From an optimization exercise on the open Yosys and OpenROAD flow, aimed at small area, a short achievable clock period and few clock cycles per item; shortcuts taken in it are not production practice. Where RTL was checked, it was by simulation tests only, not by an equivalence proof against the original. No activity file was given, so power comes from the tool's default toggle rates.

// sensor_reading_band_statistics
module sensor_reading_band_statistics #(
    parameter int unsigned MAX_READINGS = 1024
) (
    input  wire logic               i_clk,
    input  wire logic               i_rst_n,
    input  wire logic               i_valid,
    output logic                    o_ready,
    input  wire logic signed [15:0] i_reading,
    input  wire logic               i_last,
    output logic                    o_valid,
    input  wire logic               i_ready,
    output logic [LIMIT_W-1:0]      o_min_reading,
    output logic [LIMIT_W-1:0]      o_max_reading,
    output logic [LIMIT_W-1:0]      o_avg_reading,
    output logic [CNT_W-1:0]        o_valid_count,
    output logic [CNT_W-1:0]        o_skipped_count,
    output logic [CNT_W-1:0]        o_normal_count,
    output logic [CNT_W-1:0]        o_warning_count,
    output logic [CNT_W-1:0]        o_critical_count,
    output logic [CNT_W-1:0]        o_shutdown_count,
    output logic [POS_W-1:0]        o_first_alarm_index,
    output logic                    o_alarm_seen,
    output logic                    o_batch_empty,
    input  wire logic               psel,
    input  wire logic               penable,
    input  wire logic               pwrite,
    input  wire logic [3:0]         paddr,
    input  wire logic [31:0]        pwdata,
    output logic      [31:0]        prdata,
    output logic                    pready
);
Settings: LEC_CHECK=0, ABC_AREA=1, CAP_MARGIN=20, CORE_MARGIN=2, CORE_UTILIZATION=65, CTS_CLUSTER_DIAMETER=60, CTS_CLUSTER_SIZE=24, SETUP_SLACK_MARGIN=3.5, SLEW_MARGIN=20; clock period 6.0 ns.
standard.sh (not shown) runs the stock make flow with config.mk's settings and CLKGATE_MAP_FILE= SYNTH_SCRIPT=/design/flow/synth_recipe.tcl, a recipe that flattens the netlist after the stock synthesis.
==> flow/flow/run.sh <==
#!/bin/bash
# The standard layout, with plain buffers (buf_2) on the ports instead of the
# delay cells that buffer_ports picks by default. Every port still gets its buffer.
set -euo pipefail
bash standard.sh BUFFER_PORTS_ARGS="-buffer_cell sky130_fd_sc_hd__buf_2" finish > standard_flow.log 2>&1
Rerun with:
--- a/flow/design.v
+++ b/flow/design.v
@@ -158,13 +158,13 @@
     function automatic logic [CNT_W-1:0] sat_inc(input logic [CNT_W-1:0] v);
         sat_inc = v[CNT_W-1] ? v : v + 1'b1;
     endfunction
     logic               r_in_v, r_in_last, r_in_ok, r_in_alarm;
     logic [LIMIT_W-1:0] r_in_val;
     logic [2:0]         r_in_le;
-    logic               r_fresh, r_done, r_zero, r_first;
+    logic               r_fresh, r_done, r_zero;
     logic [LIMIT_W-1:0] r_min, r_max;
     logic [LIMIT_W-1:0]       r_sum_lo;
     logic                     r_sum_c;
     logic [SUM_W-LIMIT_W-1:0] r_sum_hi;
     logic [CNT_W-1:0]   r_valid_total, r_skipped_total;
     logic [CNT_W-1:0]   r_band [4];
@@ -233,30 +233,28 @@
     end
     always_ff @(posedge i_clk) begin
         if (!i_rst_n) begin
             r_fresh <= 1'b1;
             r_done  <= 1'b0;
             r_zero  <= 1'b1;
-            r_first <= 1'b1;
         end else begin
             r_fresh <= n_fresh;
             r_done  <= n_done;
             r_zero  <= n_fresh || n_done;
-            r_first <= n_fresh || n_done || !(stall ? r_any : (ok_in || (!r_zero && r_any)));
         end
     end
     assign ok_in       = r_in_v && r_in_ok;
     assign skip_in     = r_in_v && !r_in_ok;
     assign alarm_in    = ok_in && r_in_alarm;
     assign band_in[0]  = ok_in && r_in_le[0];
     assign band_in[1]  = ok_in && !r_in_le[0] && r_in_le[1];
     assign band_in[2]  = ok_in && !r_in_le[0] && !r_in_le[1] && r_in_le[2];
     assign band_in[3]  = ok_in && !r_in_le[0] && !r_in_le[1] && !r_in_le[2];
     assign first_alarm = alarm_in && (r_zero || !r_alarm_flag);
-    assign min_take    = ok_in && (r_first || r_in_val < r_min);
-    assign max_take    = ok_in && (r_first || r_in_val > r_max);
+    assign min_take    = ok_in && (r_zero || !r_any || r_in_val < r_min);
+    assign max_take    = ok_in && (r_zero || !r_any || r_in_val > r_max);
     always_ff @(posedge i_clk) begin
         if (!stall) begin
             if (min_take) begin
                 r_min <= r_in_val;
             end else if (r_zero) begin
                 r_min <= '0;
Effect:
- non-clock buffer count goes down by 3
- final area hardly moves
- first-iteration DRC count goes up by about 14%
- die area barely changes
- register-to-register slack improves by 70 ps
- combinational power went up by 4.8%
- synthesized cell count came out higher by about 0.5%
- routed wire length came out higher by 1.3%
- count of clock-buffer cells in the layout increases by 3
- sequential share of layout area stays flat
- cell count rose by 0.36%
- global-route usage increases by 0.39 points
Testbench counts after the change, summed over its fixed seeds: cycles 13,449, batches 384.
Function not checked in the first run of this note: the RTL went through the layout flow alone.

Setup of v6:
Another version of the RTL of sensor_reading_band_statistics (not shown whole).
For scale: ~1500 cells after synthesis, ~220 I/O pins.
clock: 6.0 ns
lec_check: 0
cap_margin: 20
core_margin: 2
core_utilization: 65
cts_cluster_diameter: 60
cts_cluster_size: 24
setup_slack_margin: 3.4
slew_margin: 20
Scripts as last shown in full above: flow/flow/run.sh
Testbench counts of v6, summed over its fixed seeds: cycles 13,449, batches 384.
The following lists how v7 was set up differently from v6:
--- a/flow/design.v
+++ b/flow/design.v
@@ -153,44 +153,43 @@
     output logic                    o_alarm_seen,
     output logic                    o_batch_empty
 );
     localparam logic [CNT_W-1:0] CAP  = CNT_W'(CNT_CAP);
     localparam logic [POS_W-1:0] PCAP = POS_W'(POS_CAP);
     function automatic logic [CNT_W-1:0] sat_inc(input logic [CNT_W-1:0] v);
         sat_inc = v[CNT_W-1] ? v : v + 1'b1;
     endfunction
     logic               r_in_v, r_in_last, r_in_ok, r_in_alarm;
     logic [LIMIT_W-1:0] r_in_val;
     logic [2:0]         r_in_le;
-    logic               r_fresh, r_done, r_zero, r_first;
+    logic               r_fresh, r_done, r_zero;
     logic [LIMIT_W-1:0] r_min, r_max;
     logic [LIMIT_W-1:0]       r_sum_lo;
     logic                     r_sum_c;
     logic [SUM_W-LIMIT_W-1:0] r_sum_hi;
     logic [CNT_W-1:0]   r_valid_total, r_skipped_total;
     logic [CNT_W-1:0]   r_band [4];
     logic [POS_W-1:0]   r_pos, r_alarm_idx;
     logic               r_alarm_flag, r_any;
     logic [LIMIT_W-1:0] r_o_min, r_o_max, r_o_avg;
     logic [CNT_W-2:0]   r_o_rem;
     logic [CNT_W-1:0]   r_o_valid, r_o_skipped;
     logic [CNT_W-1:0]   r_o_band [4];
     logic [POS_W-1:0]   r_o_alarm_idx;
     logic               r_o_alarm, r_o_empty;
     logic               stall, hold, fold, n_fresh, n_done, n_in_v, r_ready;
     logic               rd_ok;
     logic [LIMIT_W-1:0] rd_val;
     logic [2:0]         le_in;
     logic [3:0]         band_in;
     logic               ok_in, skip_in, alarm_in, first_alarm;
-    logic [CNT_W-1:0]   cnt_sel, cnt_inc;
     logic               min_take, max_take;
     logic [CNT_W-1:0]   rem_sh;
     logic [CNT_W:0]     rem_diff;
     logic               rem_ge;
     assign stall   = r_done && !i_free;
     assign hold    = r_in_v && stall;
     assign fold    = r_in_v && !stall;
     assign o_copy  = r_done && i_free;
     assign o_ready = r_ready;
     assign rd_ok  = !i_reading[15];
     assign rd_val = i_reading[LIMIT_W-1:0];
@@ -229,47 +228,38 @@
             n_done  = r_in_last;
         end else if (o_copy) begin
             n_fresh = 1'b1;
             n_done  = 1'b0;
         end
     end
     always_ff @(posedge i_clk) begin
         if (!i_rst_n) begin
             r_fresh <= 1'b1;
             r_done  <= 1'b0;
             r_zero  <= 1'b1;
-            r_first <= 1'b1;
         end else begin
             r_fresh <= n_fresh;
             r_done  <= n_done;
             r_zero  <= n_fresh || n_done;
-            r_first <= n_fresh || n_done || !(stall ? r_any : (ok_in || (!r_zero && r_any)));
         end
     end
     assign ok_in       = r_in_v && r_in_ok;
     assign skip_in     = r_in_v && !r_in_ok;
     assign alarm_in    = ok_in && r_in_alarm;
     assign band_in[0]  = ok_in && r_in_le[0];
     assign band_in[1]  = ok_in && !r_in_le[0] && r_in_le[1];
     assign band_in[2]  = ok_in && !r_in_le[0] && !r_in_le[1] && r_in_le[2];
     assign band_in[3]  = ok_in && !r_in_le[0] && !r_in_le[1] && !r_in_le[2];
-    always_comb begin
-        cnt_sel = {CNT_W{skip_in}} & r_skipped_total;
-        for (int b = 0; b < 4; b++) begin
-            cnt_sel = cnt_sel | ({CNT_W{band_in[b]}} & r_band[b]);
-        end
-    end
-    assign cnt_inc = sat_inc(cnt_sel);
     assign first_alarm = alarm_in && (r_zero || !r_alarm_flag);
-    assign min_take    = ok_in && (r_first || r_in_val < r_min);
-    assign max_take    = ok_in && (r_first || r_in_val > r_max);
+    assign min_take    = ok_in && (r_zero || !r_any || r_in_val < r_min);
+    assign max_take    = ok_in && (r_zero || !r_any || r_in_val > r_max);
     always_ff @(posedge i_clk) begin
         if (!stall) begin
             if (min_take) begin
                 r_min <= r_in_val;
             end else if (r_zero) begin
                 r_min <= '0;
             end
             if (max_take) begin
                 r_max <= r_in_val;
             end else if (r_zero) begin
                 r_max <= '0;
@@ -286,29 +276,29 @@
                 end
                 r_sum_hi <= r_sum_hi + r_sum_c;
             end
             if (r_zero) begin
                 r_valid_total <= CNT_W'(ok_in);
             end else if (ok_in) begin
                 r_valid_total <= sat_inc(r_valid_total);
             end
             if (r_zero) begin
                 r_skipped_total <= CNT_W'(skip_in);
             end else if (skip_in) begin
-                r_skipped_total <= cnt_inc;
+                r_skipped_total <= sat_inc(r_skipped_total);
             end
             for (int b = 0; b < 4; b++) begin
                 if (r_zero) begin
                     r_band[b] <= CNT_W'(band_in[b]);
                 end else if (band_in[b]) begin
-                    r_band[b] <= cnt_inc;
+                    r_band[b] <= sat_inc(r_band[b]);
                 end
             end
             if (r_zero) begin
                 r_pos <= POS_W'(r_in_v);
             end else if (r_in_v && r_pos != PCAP) begin
                 r_pos <= r_pos + 1'b1;
             end
             if (first_alarm) begin
                 r_alarm_idx <= r_zero ? '0 : r_pos;
             end else if (r_zero) begin
                 r_alarm_idx <= '0;
==> notes.md <==
Changes observed in v7 relative to v6: register-to-register slack increased by 160 ps relative to the old numbers; final worst setup slack now sits higher; tightest hold margin went down 7.3 ps.
Vias: v7 more than v6
Measured against each other, v7 and v6 differ in relative contribution of combinational cells to total power, the higher figure coming from v6.
Testbench counts of v7, summed over its fixed seeds: cycles 13,449, batches 384.

the reference run:
Another version of the RTL of sensor_reading_band_statistics (not shown whole).
For scale: ~1,700 cells after synthesis, ~220 I/O pins, ~0.018 mm2 of cells after synthesis.
export LEC_CHECK = 0
export ABC_AREA = 1
export CAP_MARGIN = 20
export CORE_MARGIN = 2
export CORE_UTILIZATION = 65
export CTS_CLUSTER_DIAMETER = 60
export CTS_CLUSTER_SIZE = 24
export SETUP_SLACK_MARGIN = 3.5
export SLEW_MARGIN = 20
create_clock -name core_clock -period 6.0 [get_ports {i_clk}]
Scripts as last shown in full above: flow/flow/run.sh
For the trial run, these inputs were changed with respect to the reference run:
--- a/flow/design.v
+++ b/flow/design.v
@@ -155,19 +155,19 @@
 );
     localparam logic [CNT_W-1:0] CAP  = CNT_W'(CNT_CAP);
     localparam logic [POS_W-1:0] PCAP = POS_W'(POS_CAP);
     function automatic logic [CNT_W-1:0] sat_inc(input logic [CNT_W-1:0] v);
         sat_inc = v[CNT_W-1] ? v : v + 1'b1;
     endfunction
     logic               r_in_v, r_in_last, r_in_ok, r_in_alarm;
     logic [LIMIT_W-1:0] r_in_val;
     logic [2:0]         r_in_le;
-    logic               r_fresh, r_done, r_zero;
+    logic               r_fresh, r_done, r_zero, r_first;
     logic [LIMIT_W-1:0] r_min, r_max;
     logic [LIMIT_W-1:0]       r_sum_lo;
     logic                     r_sum_c;
     logic [SUM_W-LIMIT_W-1:0] r_sum_hi;
     logic [CNT_W-1:0]   r_valid_total, r_skipped_total;
     logic [CNT_W-1:0]   r_band [4];
     logic [POS_W-1:0]   r_pos, r_alarm_idx;
     logic               r_alarm_flag, r_any;
     logic [LIMIT_W-1:0] r_o_min, r_o_max, r_o_avg;
@@ -231,41 +231,43 @@
             n_fresh = 1'b1;
             n_done  = 1'b0;
         end
     end
     always_ff @(posedge i_clk) begin
         if (!i_rst_n) begin
             r_fresh <= 1'b1;
             r_done  <= 1'b0;
             r_zero  <= 1'b1;
+            r_first <= 1'b1;
         end else begin
             r_fresh <= n_fresh;
             r_done  <= n_done;
             r_zero  <= n_fresh || n_done;
+            r_first <= n_fresh || n_done || !(stall ? r_any : (ok_in || (!r_zero && r_any)));
         end
     end
     assign ok_in       = r_in_v && r_in_ok;
     assign skip_in     = r_in_v && !r_in_ok;
     assign alarm_in    = ok_in && r_in_alarm;
     assign band_in[0]  = ok_in && r_in_le[0];
     assign band_in[1]  = ok_in && !r_in_le[0] && r_in_le[1];
     assign band_in[2]  = ok_in && !r_in_le[0] && !r_in_le[1] && r_in_le[2];
     assign band_in[3]  = ok_in && !r_in_le[0] && !r_in_le[1] && !r_in_le[2];
     always_comb begin
         cnt_sel = {CNT_W{skip_in}} & r_skipped_total;
         for (int b = 0; b < 4; b++) begin
             cnt_sel = cnt_sel | ({CNT_W{band_in[b]}} & r_band[b]);
         end
     end
     assign cnt_inc = sat_inc(cnt_sel);
     assign first_alarm = alarm_in && (r_zero || !r_alarm_flag);
-    assign min_take    = ok_in && (r_zero || !r_any || r_in_val < r_min);
-    assign max_take    = ok_in && (r_zero || !r_any || r_in_val > r_max);
+    assign min_take    = ok_in && (r_first || r_in_val < r_min);
+    assign max_take    = ok_in && (r_first || r_in_val > r_max);
     always_ff @(posedge i_clk) begin
         if (!stall) begin
             if (min_take) begin
                 r_min <= r_in_val;
             end else if (r_zero) begin
                 r_min <= '0;
             end
             if (max_take) begin
                 r_max <= r_in_val;
[summary]
Looking only at cell area after layout, and setting everything else aside, the higher value of the reference run and the trial run goes to the reference run.
The reference run -> the trial run: die area flat
The run showing the greater logic gate share of total power is the trial run.
The trial run against the reference run: parity-gate share of the synthesized area counting xor and xnor cells has increased; total wirelength of the detailed-routed design has decreased; clock network fraction of design power lost 1.7 points.
[compare] base=the reference run new=the trial run: share of cell area taken by flip-flops and latches has increased, total leakage power has decreased, number of synthesized register bits has remained practically unchanged, global router's overall resource usage has remained practically unchanged, area added between synthesis and finish has decreased.
Between the reference run and the trial run, clock-buffer cell count is higher for the reference run, the trial run comes in under that.
Compared to the reference run, the trial run has number of cells on the worst reg-to-reg path 3 lower.
Testbench counts of the trial run, summed over its fixed seeds: cycles 13,449, batches 384.
For the reference run, only the layout was checked, not whether the RTL still works.

[re-timing with driven ports]
In the flow no input, the clock included, has a driving cell. The finished layouts below were timed again as built, in two steps.
Step 1: set_driving_cell puts a clkbuf_16 on i_clk and a buf_2 on each other input, an assumption about the parent block.
Step 2 also shifts input and output timing later by t, the mid clock arrival at the registers, as if the neighbouring blocks saw the same clock.
Slacks: ideal ports / drivers / drivers and shift; pairs: ideal ports / drivers.
run	t, ns	setup WS [ns]	slew at the worst register clock pin (ns)	cell pins on the clock port's net
the first run of note 1	0.623	3.554 / 3.556 / 2.964	0.09 / 0.09	1
the second run of note 1	0.609	3.624 / 3.572 / 3.064	0.08 / 0.08	1
v6	0.598	3.380 / 3.380 / 2.903	0.09 / 0.09	1
v7	0.623	3.541 / 3.531 / 2.974	0.09 / 0.09	1
the reference run	0.623	3.535 / 3.535 / 3.112	0.09 / 0.09	1
the trial run	0.609	3.598 / 3.546 / 3.067	0.09 / 0.09	1
After both steps every run listed still meets setup and hold. For the first run of note 1, which loses most, drivers alone change the setup slack by +0.002 ns; drivers and shift together by -0.590 ns.
